Context: an optimization exercise on an open-source flow, tuned for small area, a short achievable clock period and few clock cycles. The choices shown serve that exercise and are no tape-out recipe. In this exercise RTL edits were held to simulation tests only and were not proved equivalent to the original.

Setup of the reference run:
==> module gpu_property_tlv_parser, before the edit <==
module gpu_property_tlv_parser (
   input  logic         clock,
   input  logic         reset,
   input  logic         req_tvalid,
   output logic         req_tready,
   input  logic [7:0]   req_tdata,
   input  logic         req_tlast,
   output logic         rsp_tvalid,
   input  logic         rsp_tready,
   output logic [399:0] rsp_tdata,
   output logic [1:0]   rsp_tuser
);
   logic        val_ff;       
   logic [2:0]  pos_ff;       
   logic [1:0]  len_ff;       
   logic [6:0]  idlo_ff;      
   logic        hiz_ff;       
   logic [7:0][7:0] acc_ff;   
   logic [9:0]  csel_ff;      
   logic [1:0]  clen_ff;      
   logic        seen_ff;      
   logic        fin_ff;       
   logic        trunc_ff;     
   logic        busy_ff;      
   logic        clr_ff;       
   logic        p2_ff;        
   logic        p2st_ff;      
   logic        rvalid_ff;
   logic [1:0]  status_ff;
   logic        rdy_ff;
   logic [399:0] store_ff;
   logic        accept, tl_acc, hand, pres;
   logic [2:0]  last_pos;
   logic        val_done;
   logic        val_d;
   logic        busy_d, p2_d;
   logic [9:0]  match;
   logic        trunc_now;
   assign accept = req_tvalid && rdy_ff;
   assign tl_acc = accept && req_tlast;
   assign hand   = rvalid_ff && rsp_tready;
   assign pres   = p2_ff && (clr_ff || !busy_ff);
   always_comb begin
      case (len_ff)
         2'd0:    last_pos = 3'd0;
         2'd1:    last_pos = 3'd1;
         2'd2:    last_pos = 3'd3;
         default: last_pos = 3'd7;
      endcase
   end
   assign val_done  = val_ff && (pos_ff == last_pos);
   assign trunc_now = val_ff ? !val_done : (pos_ff[1:0] == 2'd3);
   always_comb begin
      match = '0;
      if (hiz_ff) begin
         case (idlo_ff)
            gptlv_pkg::IdProduct:  match[0] = 1'b1;
            gptlv_pkg::IdVersion:  match[1] = 1'b1;
            gptlv_pkg::IdMinorRev: match[2] = 1'b1;
            gptlv_pkg::IdMajorRev: match[3] = 1'b1;
            gptlv_pkg::IdFreq:     match[4] = 1'b1;
            gptlv_pkg::IdMemory:   match[5] = 1'b1;
            gptlv_pkg::IdShader:   match[6] = 1'b1;
            gptlv_pkg::IdTiler:    match[7] = 1'b1;
            gptlv_pkg::IdL2:       match[8] = 1'b1;
            gptlv_pkg::IdEngines:  match[9] = 1'b1;
            default: ;
         endcase
      end
   end
   always_comb begin
      val_d = val_ff;
      if (reset) val_d = 1'b0;
      else if (accept) begin
         if (req_tlast) val_d = 1'b0;
         else if (val_ff) val_d = !val_done;
         else val_d = (pos_ff[1:0] == 2'd3);
      end
   end
   always_comb begin
      busy_d = busy_ff;
      p2_d   = p2_ff;
      if (reset) begin
         busy_d = 1'b0;
         p2_d   = 1'b0;
      end else begin
         if (tl_acc && !busy_ff) busy_d = 1'b1;
         else if (pres) busy_d = 1'b1;
         else if (clr_ff) busy_d = 1'b0;
         if (tl_acc && busy_ff) p2_d = 1'b1;
         else if (pres) p2_d = 1'b0;
      end
   end
   always_ff @(posedge clock) begin
      if (reset) begin
         val_ff <= 1'b0;
         pos_ff <= '0;
      end else if (accept) begin
         val_ff <= val_d;
         if (req_tlast) begin
            pos_ff <= '0;
         end else if (val_ff) begin
            pos_ff <= val_done ? 3'd0 : pos_ff + 3'd1;
         end else begin
            pos_ff <= (pos_ff[1:0] == 2'd3) ? 3'd0 : pos_ff + 3'd1;
         end
      end
   end
   always_ff @(posedge clock) begin
      if (accept && !val_ff) begin
         case (pos_ff[1:0])
            2'd0: begin
               len_ff       <= req_tdata[1:0];
               idlo_ff[5:0] <= req_tdata[7:2];
            end
            2'd1: begin
               idlo_ff[6] <= req_tdata[0];
               hiz_ff     <= (req_tdata[7:1] == 7'd0);
            end
            default: hiz_ff <= hiz_ff && (req_tdata == 8'd0);
         endcase
      end
   end
   for (genvar i = 0; i < 8; i++) begin : g_lane
      always_ff @(posedge clock) begin
         if (accept && val_ff && pos_ff == 3'(i)) acc_ff[i] <= req_tdata;
      end
   end
   always_ff @(posedge clock) begin
      if (reset) begin
         csel_ff <= '0;
         fin_ff  <= 1'b0;
         seen_ff <= 1'b0;
      end else begin
         csel_ff <= (accept && val_done) ? match : 10'd0;
         fin_ff  <= tl_acc && !busy_ff;
         if (fin_ff) seen_ff <= 1'b0;
         else if (csel_ff[0]) seen_ff <= 1'b1;
      end
      clen_ff  <= len_ff;
      trunc_ff <= trunc_now;
   end
   always_ff @(posedge clock) begin
      if (reset) begin
         rvalid_ff <= 1'b0;
         clr_ff    <= 1'b1;
         rdy_ff    <= 1'b1;
      end else begin
         if (fin_ff || pres) rvalid_ff <= 1'b1;
         else if (hand) rvalid_ff <= 1'b0;
         clr_ff <= hand;
         rdy_ff <= !p2_d && !(busy_d && val_d);
      end
      busy_ff <= busy_d;
      p2_ff   <= p2_d;
      if (tl_acc && busy_ff) p2st_ff <= trunc_now;
      if (fin_ff) begin
         if (trunc_ff) status_ff <= gptlv_pkg::STATUS_TRUNCATED;
         else if (seen_ff || csel_ff[0]) status_ff <= gptlv_pkg::STATUS_OK;
         else status_ff <= gptlv_pkg::STATUS_NO_PRODUCT;
      end else if (pres) begin
         status_ff <= p2st_ff ? gptlv_pkg::STATUS_TRUNCATED : gptlv_pkg::STATUS_NO_PRODUCT;
      end
   end
   logic [63:0] src;
   logic [9:0]  load;
   for (genvar b = 0; b < 8; b++) begin : g_src
      logic keep;
      assign keep = !clr_ff && (clen_ff == 2'd3 || (clen_ff == 2'd2 && b < 4) ||
                                (clen_ff == 2'd1 && b < 2) || b == 0);
      assign src[8*b +: 8] = keep ? acc_ff[b] : 8'd0;
   end
   assign load = csel_ff | {10{clr_ff}};
   always_ff @(posedge clock) begin
      if (load[0]) store_ff[31:0]    <= src[31:0];
      if (load[1]) store_ff[47:32]   <= src[15:0];
      if (load[2]) store_ff[63:48]   <= src[15:0];
      if (load[3]) store_ff[79:64]   <= src[15:0];
      if (load[4]) store_ff[111:80]  <= src[31:0];
      if (load[5]) store_ff[175:112] <= src;
      if (load[6]) store_ff[239:176] <= src;
      if (load[7]) store_ff[303:240] <= src;
      if (load[8]) store_ff[367:304] <= src;
      if (load[9]) store_ff[399:368] <= src[31:0];
   end
   assign req_tready = rdy_ff;
   assign rsp_tvalid = rvalid_ff;
   assign rsp_tuser  = status_ff;
   assign rsp_tdata  = store_ff;
endmodule
clock: 5.0 ns
lec_check: 0
cap_margin: 20
core_margin: 2
core_utilization: 40
cts_cluster_diameter: 60
cts_cluster_size: 25
setup_slack_margin: 3.3
slew_margin: 20
run.sh (not shown) runs the stock make flow with config.mk's settings and CLKGATE_MAP_FILE= SYNTH_SCRIPT=/design/flow/synth_recipe.tcl, a recipe that flattens the netlist after the stock synthesis.
Testbench counts of the reference run, summed over its fixed seeds: cycles 28,137.
## Diff of input files: the trial run against the reference run
diff --git a/flow/design.v b/flow/design.v
--- a/flow/design.v
+++ b/flow/design.v
@@ -32,8 +32,7 @@
    logic [6:0]  idlo_ff;      
    logic        hiz_ff;       
    logic [7:0][7:0] acc_ff;   
-   logic [9:0]  csel_ff;      
-   logic [1:0]  clen_ff;      
+   logic        cm_ff;        
    logic        seen_ff;      
    logic        fin_ff;       
    logic        trunc_ff;     
@@ -51,6 +50,7 @@
    logic        val_d;
    logic        busy_d, p2_d;
    logic [9:0]  match;
+   logic [9:0]  csel;         
    logic        trunc_now;
    assign accept = req_tvalid && rdy_ff;
    assign tl_acc = accept && req_tlast;
@@ -84,6 +84,7 @@
          endcase
       end
    end
+   assign csel = cm_ff ? match : 10'd0;
    always_comb begin
       val_d = val_ff;
       if (reset) val_d = 1'b0;
@@ -144,16 +145,15 @@
    end
    always_ff @(posedge clock) begin
       if (reset) begin
-         csel_ff <= '0;
+         cm_ff   <= 1'b0;
          fin_ff  <= 1'b0;
          seen_ff <= 1'b0;
       end else begin
-         csel_ff <= (accept && val_done) ? match : 10'd0;
+         cm_ff   <= accept && val_done;
          fin_ff  <= tl_acc && !busy_ff;
          if (fin_ff) seen_ff <= 1'b0;
-         else if (csel_ff[0]) seen_ff <= 1'b1;
-      end
-      clen_ff  <= len_ff;
+         else if (csel[0]) seen_ff <= 1'b1;
+      end
       trunc_ff <= trunc_now;
    end
    always_ff @(posedge clock) begin
@@ -172,7 +172,7 @@
       if (tl_acc && busy_ff) p2st_ff <= trunc_now;
       if (fin_ff) begin
          if (trunc_ff) status_ff <= gptlv_pkg::STATUS_TRUNCATED;
-         else if (seen_ff || csel_ff[0]) status_ff <= gptlv_pkg::STATUS_OK;
+         else if (seen_ff || csel[0]) status_ff <= gptlv_pkg::STATUS_OK;
          else status_ff <= gptlv_pkg::STATUS_NO_PRODUCT;
       end else if (pres) begin
          status_ff <= p2st_ff ? gptlv_pkg::STATUS_TRUNCATED : gptlv_pkg::STATUS_NO_PRODUCT;
@@ -182,11 +182,11 @@
    logic [9:0]  load;
    for (genvar b = 0; b < 8; b++) begin : g_src
       logic keep;
-      assign keep = !clr_ff && (clen_ff == 2'd3 || (clen_ff == 2'd2 && b < 4) ||
-                                (clen_ff == 2'd1 && b < 2) || b == 0);
+      assign keep = !clr_ff && (len_ff == 2'd3 || (len_ff == 2'd2 && b < 4) ||
+                                (len_ff == 2'd1 && b < 2) || b == 0);
       assign src[8*b +: 8] = keep ? acc_ff[b] : 8'd0;
    end
-   assign load = csel_ff | {10{clr_ff}};
+   assign load = csel | {10{clr_ff}};
    always_ff @(posedge clock) begin
       if (load[0]) store_ff[31:0]    <= src[31:0];
       if (load[1]) store_ff[47:32]   <= src[15:0];
## What came out
Compared with the reference run, the trial run shows a routed wire length on met3 that is 8.2% higher. The reference run -> the trial run: via count increased by a little under 10%. Compared with the reference run, the trial run ends up with a larger final cell area. Relative to the reference run, proportion of final cell area spent on non-clock buffers has increased by 5.5 points in the trial run. Lower core outline area was reported by the trial run, not the reference run. Relative to the reference run, filler-free cell count of the finished design increased by about 3% in the trial run. The reference run ended up with store_ff[128] as its worst setup path startpoint; the trial run ended up with store_ff[261]. Netlist area before placement, the trial run vs the reference run: down slightly. The trial run packs its core more tightly than the reference run.
Testbench counts of the trial run, summed over its fixed seeds: cycles 28,137.

==> afterwards: timing with drivers on the ports <==
The results above use ideal ports. As a check the final layouts listed here were re-extracted and re-timed, cells and wires unchanged.
Step 1, drivers: a clkbuf_16 drives clock and a buf_2 each remaining input, both assumed.
Step 2 also shifts input and output timing later by t, the mid clock arrival at the registers, as if the neighbouring blocks saw the same clock.
Three values: ideal, step 1, step 2; two values: the first two.
| run | t, ns | setup WS [ns] | worst setup path after step 2 | latest minus earliest clock arrival (ns) | worst data-port slew with drivers (ns) |
|---|---|---|---|---|---|
| the reference run | 0.597 | 2.858 / 2.807 / 2.656 | input to register | 0.025 / 0.025 | 0.06 |
| the trial run | 0.597 | 2.836 / 2.781 / 2.805 | input to register | 0.026 / 0.026 | 0.07 |
After both steps every run listed still meets setup and hold. The setup slack of the reference run, which loses most, moves by -0.051 ns with the drivers and by -0.202 ns with both steps.
